This is an optimization exercise on Yosys and OpenROAD, whose aim is small area, a short achievable clock period and few clock cycles per item, not a production implementation. Function was checked by simulation only, so behaviour that the tests miss may differ from the original.

## amber
## aes_top
module aes_top (
  input  logic         clk,
  input  logic         rst,
  input  logic         start_i,
  input  logic [127:0] plaintext_i,
  input  logic [127:0] key_i,
  output logic [127:0] ciphertext_o,
  output logic         done_o
);
Size in the first run: about 260 flip-flops, ~390 I/O pins, roughly 0.037 mm^2 of cells after synthesis.
Settings: LEC_CHECK=0, CAP_MARGIN=20, CORE_MARGIN=2, CORE_UTILIZATION=40, SETUP_SLACK_MARGIN=0.1, SLEW_MARGIN=20; clock period 6.0 ns.
standard.sh (not shown) runs the stock make flow with config.mk's settings and CLKGATE_MAP_FILE= SYNTH_SCRIPT=/design/flow/synth_recipe.tcl, a recipe that flattens the netlist after the stock synthesis.
==> flow/flow/run.sh <==
#!/bin/bash
# Own flow: the standard layout (standard.sh) with three changes:
# - synthesis maps the logic with the area-oriented ABC script
#   flow/map_area.abc in place of ORFS's speed script (the rest of the standard flow's
#   synthesis script synth_recipe.tcl is unchanged: registers, flattening and
#   renaming are the standard ones);
# - (flat synthesis, as in the standard flow)
# - every input and output port still gets a buffer, a buf_1.
# - no half-adder extraction (ADDER_MAP_FILE empty): the S-box XOR/AND pairs stay separate gates.
# Each step's full log is under orfs/logs; make's output is in flow_make.log.
set -euo pipefail
W=$PWD
{
  # replace the -script of ORFS's ABC call, and drop its -D delay target
  echo "proc abc {args} {"
  echo "  set i [lsearch -exact \$args -script]"
  echo "  set a [lreplace \$args \$i [expr {\$i + 1}] -script {$W/flow/map_area.abc}]"
  echo "  set j [lsearch -exact \$a -D]"
  echo "  if {\$j >= 0} { set a [lreplace \$a \$j [expr {\$j + 1}]] }"
  echo "  yosys abc {*}\$a"
  echo "}"
  cat "$W/synth_recipe.tcl"
} > "$W/flow_synth.tcl"
bash "$W/standard.sh" SYNTH_SCRIPT="$W/flow_synth.tcl" \
  "BUFFER_PORTS_ARGS=-buffer_cell sky130_fd_sc_hd__buf_1" ADDER_MAP_FILE= finish > "$W/flow_make.log" 2>&1
==> flow/flow/map_area.abc <==
strash
&get -n
&st
&dch
&nf -R 1000
&put
topo
stime -c
buffer -c
upsize -c
dnsize -c
Testbench counts of amber, summed over its fixed seeds: cycles 3,528, blocks 320.
## Diff of input files: xenon against amber
Settings: swapping 0.1 for 0.3 in SETUP_SLACK_MARGIN; swapping 40 for 55 in CORE_UTILIZATION.
diff --git a/flow/flow/run.sh b/flow/flow/run.sh
--- a/flow/flow/run.sh
+++ b/flow/flow/run.sh
@@ -8,2 +8 @@
-# - every input and output port still gets a buffer, a buf_1.
-# - no half-adder extraction (ADDER_MAP_FILE empty): the S-box XOR/AND pairs stay separate gates.
+# - every input and output port still gets a buffer, a buf_2.
@@ -25 +24 @@
-  "BUFFER_PORTS_ARGS=-buffer_cell sky130_fd_sc_hd__buf_1" ADDER_MAP_FILE= finish > "$W/flow_make.log" 2>&1
+  "BUFFER_PORTS_ARGS=-buffer_cell sky130_fd_sc_hd__buf_2" finish > "$W/flow_make.log" 2>&1
Findings:
Across xenon and amber, none had a timing, DRC or antenna violation.
xenon ended up with a lower clock buffer count in the final layout than amber did.
Worst hold slack delta for xenon relative to amber: 150 ps lower
Final cell count without fillers (xenon vs. amber) decreases by a few percent
Final critical-path required period (lower): xenon
> inputs changed (xenon -> delta)
Settings: changing CORE_UTILIZATION from 55 to 40; changing SETUP_SLACK_MARGIN from 0.3 to 0.2.
diff --git a/flow/flow/run.sh b/flow/flow/run.sh
--- a/flow/flow/run.sh
+++ b/flow/flow/run.sh
@@ -8 +8,2 @@
-# - every input and output port still gets a buffer, a buf_2.
+# - every input and output port still gets a buffer, a buf_1.
+# - no half-adder extraction (ADDER_MAP_FILE empty): the S-box XOR/AND pairs stay separate gates.
@@ -24 +25 @@
-  "BUFFER_PORTS_ARGS=-buffer_cell sky130_fd_sc_hd__buf_2" finish > "$W/flow_make.log" 2>&1
+  "BUFFER_PORTS_ARGS=-buffer_cell sky130_fd_sc_hd__buf_1" ADDER_MAP_FILE= finish > "$W/flow_make.log" 2>&1
### Flow results
- Looking at the reports, delta completed the entire flow and the layout it produced met the timing, design-rule and antenna checks.
- In the reports for xenon and delta, the larger core utilization belongs to xenon.
- Of xenon and delta, the run reporting the higher total inserted antenna cells was delta.
- Diff xenon -> delta: number of nets in the layout now sits lower, chip width rose 15%.
- Combined area of all synthesized cells on delta is down relative to xenon.
- Between delta and xenon, it is delta whose met2 layer usage reported by global route is lower, by 10 points.
- Of xenon and delta, delta shows the lower cell area, with xenon above it.
- Higher worst setup slack after layout was reported by delta, not xenon.
Edits applied to the flow inputs when going from delta to quartz:
Settings: a change of CORE_UTILIZATION from 40 to 55; a deleted SETUP_SLACK_MARGIN that had been 0.2.
diff --git a/flow/flow/run.sh b/flow/flow/run.sh
--- a/flow/flow/run.sh
+++ b/flow/flow/run.sh
@@ -7,3 +7,3 @@
-# - (flat synthesis, as in the standard flow)
-# - every input and output port still gets a buffer, a buf_1.
-# - no half-adder extraction (ADDER_MAP_FILE empty): the S-box XOR/AND pairs stay separate gates.
+# - each module is mapped on its own (SYNTH_HIERARCHICAL, then flattened by
+#   synth_recipe.tcl), which keeps the RTL's grouping of the XOR trees;
+# - every input and output port still gets a buffer, a buf_2.
@@ -24,2 +24,2 @@
-bash "$W/standard.sh" SYNTH_SCRIPT="$W/flow_synth.tcl" \
-  "BUFFER_PORTS_ARGS=-buffer_cell sky130_fd_sc_hd__buf_1" ADDER_MAP_FILE= finish > "$W/flow_make.log" 2>&1
+bash "$W/standard.sh" SYNTH_SCRIPT="$W/flow_synth.tcl" SYNTH_HIERARCHICAL=1 SYNTH_MINIMUM_KEEP_SIZE=0 \
+  "BUFFER_PORTS_ARGS=-buffer_cell sky130_fd_sc_hd__buf_2" finish > "$W/flow_make.log" 2>&1
- Diff delta -> quartz: worst hold slack now sits lower; die width went down about 9%.
- As of quartz, clock-buffer cell count had risen by a few percent compared to delta.
- Compare quartz and delta | initial core utilization higher: quartz
> inputs changed (quartz -> harbor)
Settings: CORE_UTILIZATION changed from 55 to 40.
### Flow results
- Between quartz and harbor, non-clock buffer count decreased.
- Run comparison: quartz launching instance or port of the critical path core0.state0.state_q[35]; harbor launching instance or port of the critical path core0.state0.state_q[53]
- harbor vs. quartz: global-route usage went down by 9.1 points.
- Clock buffer count went up by a few percent going from quartz to harbor.
- From quartz to harbor the numbers moved as follows: die boundary width grew by 17%, hold slack held steady.
[inputs] pepper vs harbor
Settings: changing CORE_UTILIZATION from 40 to 55.
diff --git a/flow/flow/run.sh b/flow/flow/run.sh
--- a/flow/flow/run.sh
+++ b/flow/flow/run.sh
@@ -7,2 +7 @@
-# - each module is mapped on its own (SYNTH_HIERARCHICAL, then flattened by
-#   synth_recipe.tcl), which keeps the RTL's grouping of the XOR trees;
+# - (flat synthesis, as in the standard flow)
@@ -24 +23 @@
-bash "$W/standard.sh" SYNTH_SCRIPT="$W/flow_synth.tcl" SYNTH_HIERARCHICAL=1 SYNTH_MINIMUM_KEEP_SIZE=0 \
+bash "$W/standard.sh" SYNTH_SCRIPT="$W/flow_synth.tcl" \
--- outcome ---
pepper finished every step from synthesis to the final layout, and the layout passed the timing, design-rule and antenna checks.
Delta (pepper minus harbor): maximum fanout encountered on the critical timing path has increased; first-iteration DRC count went up.
pepper ended up with a lower area used by multi-input combinational logic than harbor did.
pepper against harbor: design area lower.
Against harbor, largest net degree at the start of global routing in pepper rose by a little under 10%.
The run showing the greater wire length per cell after detailed routing is pepper.
Between pepper and harbor, the sequential cell area figures differ only marginally.

* * *

aes_top again, from the RTL that the note above started with.
clock: 6.0 ns
lec_check: 0
cap_margin: 20
core_margin: 2
core_utilization: 40
slew_margin: 20
==> flow/flow/run.sh <==
#!/bin/bash
# Own flow: the standard layout (standard.sh) with three changes:
# - synthesis maps the logic with the area-oriented ABC script
#   flow/map_area.abc in place of ORFS's speed script (the rest of the standard flow's
#   synthesis script synth_recipe.tcl is unchanged: registers, flattening and
#   renaming are the standard ones);
# - (flat synthesis, as in the standard flow)
# - every input and output port still gets a buffer, a buf_2.
# Each step's full log is under orfs/logs; make's output is in flow_make.log.
set -euo pipefail
W=$PWD
{
  # replace the -script of ORFS's ABC call, and drop its -D delay target
  echo "proc abc {args} {"
  echo "  set i [lsearch -exact \$args -script]"
  echo "  set a [lreplace \$args \$i [expr {\$i + 1}] -script {$W/flow/map_area.abc}]"
  echo "  set j [lsearch -exact \$a -D]"
  echo "  if {\$j >= 0} { set a [lreplace \$a \$j [expr {\$j + 1}]] }"
  echo "  yosys abc {*}\$a"
  echo "}"
  cat "$W/synth_recipe.tcl"
} > "$W/flow_synth.tcl"
bash "$W/standard.sh" SYNTH_SCRIPT="$W/flow_synth.tcl" \
  "BUFFER_PORTS_ARGS=-buffer_cell sky130_fd_sc_hd__buf_2" finish > "$W/flow_make.log" 2>&1
Scripts as last shown in full above: flow/flow/map_area.abc
The first run produced a clean layout.
Testbench counts at the start, summed over its fixed seeds: cycles 3,528, blocks 320.
==> next run, changes <==
==> flow/flow/map_area.abc (replaced) <==
strash
dch
map -a
topo
stime -c
buffer -c
upsize -c
dnsize -c
Effect:
- The new run ran to the end with no violations
- clock-buffer cell count is higher by 7
- routed wire length is higher by 11%
- global-route usage is higher by 2.1 points
- utilization is lower by 0.73 points
- design area is higher by about 2%
- register-to-register slack gets better by 0.06 ns
- via count is higher by 20%
- final cell count is higher by 19%

* * *

aes_top again, from the RTL that the note above started with.
// aes_top
module aes_top (
  input  logic         clk,
  input  logic         rst,
  input  logic         start_i,
  input  logic [127:0] plaintext_i,
  input  logic [127:0] key_i,
  output logic [127:0] ciphertext_o,
  output logic         done_o
);
==> flow/config.mk <==
export PLATFORM = sky130hd
export DESIGN_NAME = aes_top
export DESIGN_NICKNAME = aes_top
export VERILOG_FILES = /design/flow/design.v
export SDC_FILE = /design/flow/constraint.sdc
export NUM_CORES = 4
export LEC_CHECK = 0
export CAP_MARGIN = 20
export CORE_MARGIN = 2
export CORE_UTILIZATION = 40
export SLEW_MARGIN = 20
==> flow/constraint.sdc <==
create_clock -name core_clock -period 6.0 [get_ports {clk}]
set_input_delay 1.2000 -clock core_clock [delete_from_list [all_inputs] [get_ports {clk}]]
set_output_delay 1.2000 -clock core_clock [all_outputs]
set_load 0.01 [all_outputs]
==> flow/flow/run.sh <==
#!/bin/bash
# Own flow: the standard layout (standard.sh) with three changes:
# - synthesis maps the logic with the area-oriented ABC script
#   flow/map_area.abc in place of ORFS's speed script (the rest of the standard flow's
#   synthesis script synth_recipe.tcl is unchanged: registers, flattening and
#   renaming are the standard ones);
# - (flat synthesis, as in the standard flow)
# - every input and output port still gets a buffer, a buf_1.
# Each step's full log is under orfs/logs; make's output is in flow_make.log.
set -euo pipefail
W=$PWD
{
  # replace the -script of ORFS's ABC call, and drop its -D delay target
  echo "proc abc {args} {"
  echo "  set i [lsearch -exact \$args -script]"
  echo "  set a [lreplace \$args \$i [expr {\$i + 1}] -script {$W/flow/map_area.abc}]"
  echo "  set j [lsearch -exact \$a -D]"
  echo "  if {\$j >= 0} { set a [lreplace \$a \$j [expr {\$j + 1}]] }"
  echo "  yosys abc {*}\$a"
  echo "}"
  cat "$W/synth_recipe.tcl"
} > "$W/flow_synth.tcl"
bash "$W/standard.sh" SYNTH_SCRIPT="$W/flow_synth.tcl" \
  "BUFFER_PORTS_ARGS=-buffer_cell sky130_fd_sc_hd__buf_1" finish > "$W/flow_make.log" 2>&1
==> flow/flow/map_area.abc <==
strash
&get -n
&st
&dch
&nf -R 1000
&put
topo
stime -c
buffer -c
upsize -c
dnsize -c
The first run finished with timing, DRC and antenna clean.
Testbench counts at the start, summed over its fixed seeds: cycles 3,528, blocks 320.
Rerun with:
--- a/flow/flow/run.sh
+++ b/flow/flow/run.sh
@@ -8,0 +9 @@
+# - no half-adder extraction (ADDER_MAP_FILE empty): the S-box XOR/AND pairs stay separate gates.
@@ -24 +25 @@
-  "BUFFER_PORTS_ARGS=-buffer_cell sky130_fd_sc_hd__buf_1" finish > "$W/flow_make.log" 2>&1
+  "BUFFER_PORTS_ARGS=-buffer_cell sky130_fd_sc_hd__buf_1" ADDER_MAP_FILE= finish > "$W/flow_make.log" 2>&1
Settings changed: SETUP_SLACK_MARGIN from default to 0.4.
=> Clock skew climbs by 0.010 ns. Routed wire length rose by about 2.7%. Worst hold slack gets better by 0.15 ns. Via count is higher by 1.8%. First-iteration DRC count rises by about 15%.
Rerun with:
--- a/flow/flow/run.sh
+++ b/flow/flow/run.sh
@@ -8,2 +8 @@
-# - every input and output port still gets a buffer, a buf_1.
-# - no half-adder extraction (ADDER_MAP_FILE empty): the S-box XOR/AND pairs stay separate gates.
+# - every input and output port still gets a buffer, a buf_2.
@@ -25 +24 @@
-  "BUFFER_PORTS_ARGS=-buffer_cell sky130_fd_sc_hd__buf_1" ADDER_MAP_FILE= finish > "$W/flow_make.log" 2>&1
+  "BUFFER_PORTS_ARGS=-buffer_cell sky130_fd_sc_hd__buf_2" finish > "$W/flow_make.log" 2>&1
==> flow/flow/map_area.abc (replaced) <==
strash
&get -n
&st
&dch
&nf -R 1000
&put
Settings changed: SETUP_SLACK_MARGIN 0.4 to default.
Core utilization is higher by 1.8 points.
Sequential share of layout area hardly moves.
Clock skew went down by 0.012 ns.
Cell area barely changes.
Via count falls by 1.8%.
Cell count grows by 1.3%.

port drivers added, routing unchanged:
The results above use ideal ports. As a check the final layouts listed here were re-extracted and re-timed, cells and wires unchanged. Step 1: set_driving_cell puts a clkbuf_16 on clk and a buf_2 on each other input, an assumption about the parent block. Step 2 times the ports against the registers' clock, not the clock port: input delays grow and output delays shrink by t, the midpoint of the rising clock arrivals with the driver on. Three values: ideal, step 1, step 2; two values: the first two.
run | t (ns) | slack for setup (ns) | hold slack, ns
amber | 0.637 | 0.300 / 0.300 / -0.166 | 0.639 / 0.639 / 0.639
xenon | 0.641 | 0.416 / 0.416 / 0.036 | 0.493 / 0.493 / 0.493
delta | 0.635 | 0.453 / 0.453 / -0.003 | 0.641 / 0.641 / 0.641
quartz | 0.637 | 0.310 / 0.310 / -0.050 | 0.620 / 0.620 / 0.620
harbor | 0.622 | 0.264 / 0.264 / 0.003 | 0.621 / 0.621 / 0.621
pepper | 0.638 | 0.243 / 0.243 / 0.002 | 0.492 / 0.492 / 0.492
the first run of note 2 | 0.624 | 0.264 / 0.264 / -0.044 | 0.486 / 0.486 / 0.486
the second run of note 2 | 0.627 | 0.325 / 0.325 / -0.017 | 0.531 / 0.531 / 0.531
the first run of note 3 | 0.618 | 0.216 / 0.216 / -0.047 | 0.487 / 0.487 / 0.487
the second run of note 3 | 0.638 | 0.522 / 0.522 / 0.138 | 0.638 / 0.638 / 0.638
the third run of note 3 | 0.621 | 0.209 / 0.209 / -0.002 | 0.489 / 0.489 / 0.489
With both steps, setup timing fails in 7 of these runs, where it was met with ideal ports. The setup slack of amber, which loses most, moves by 0.000 ns with the drivers and by -0.466 ns with both steps.
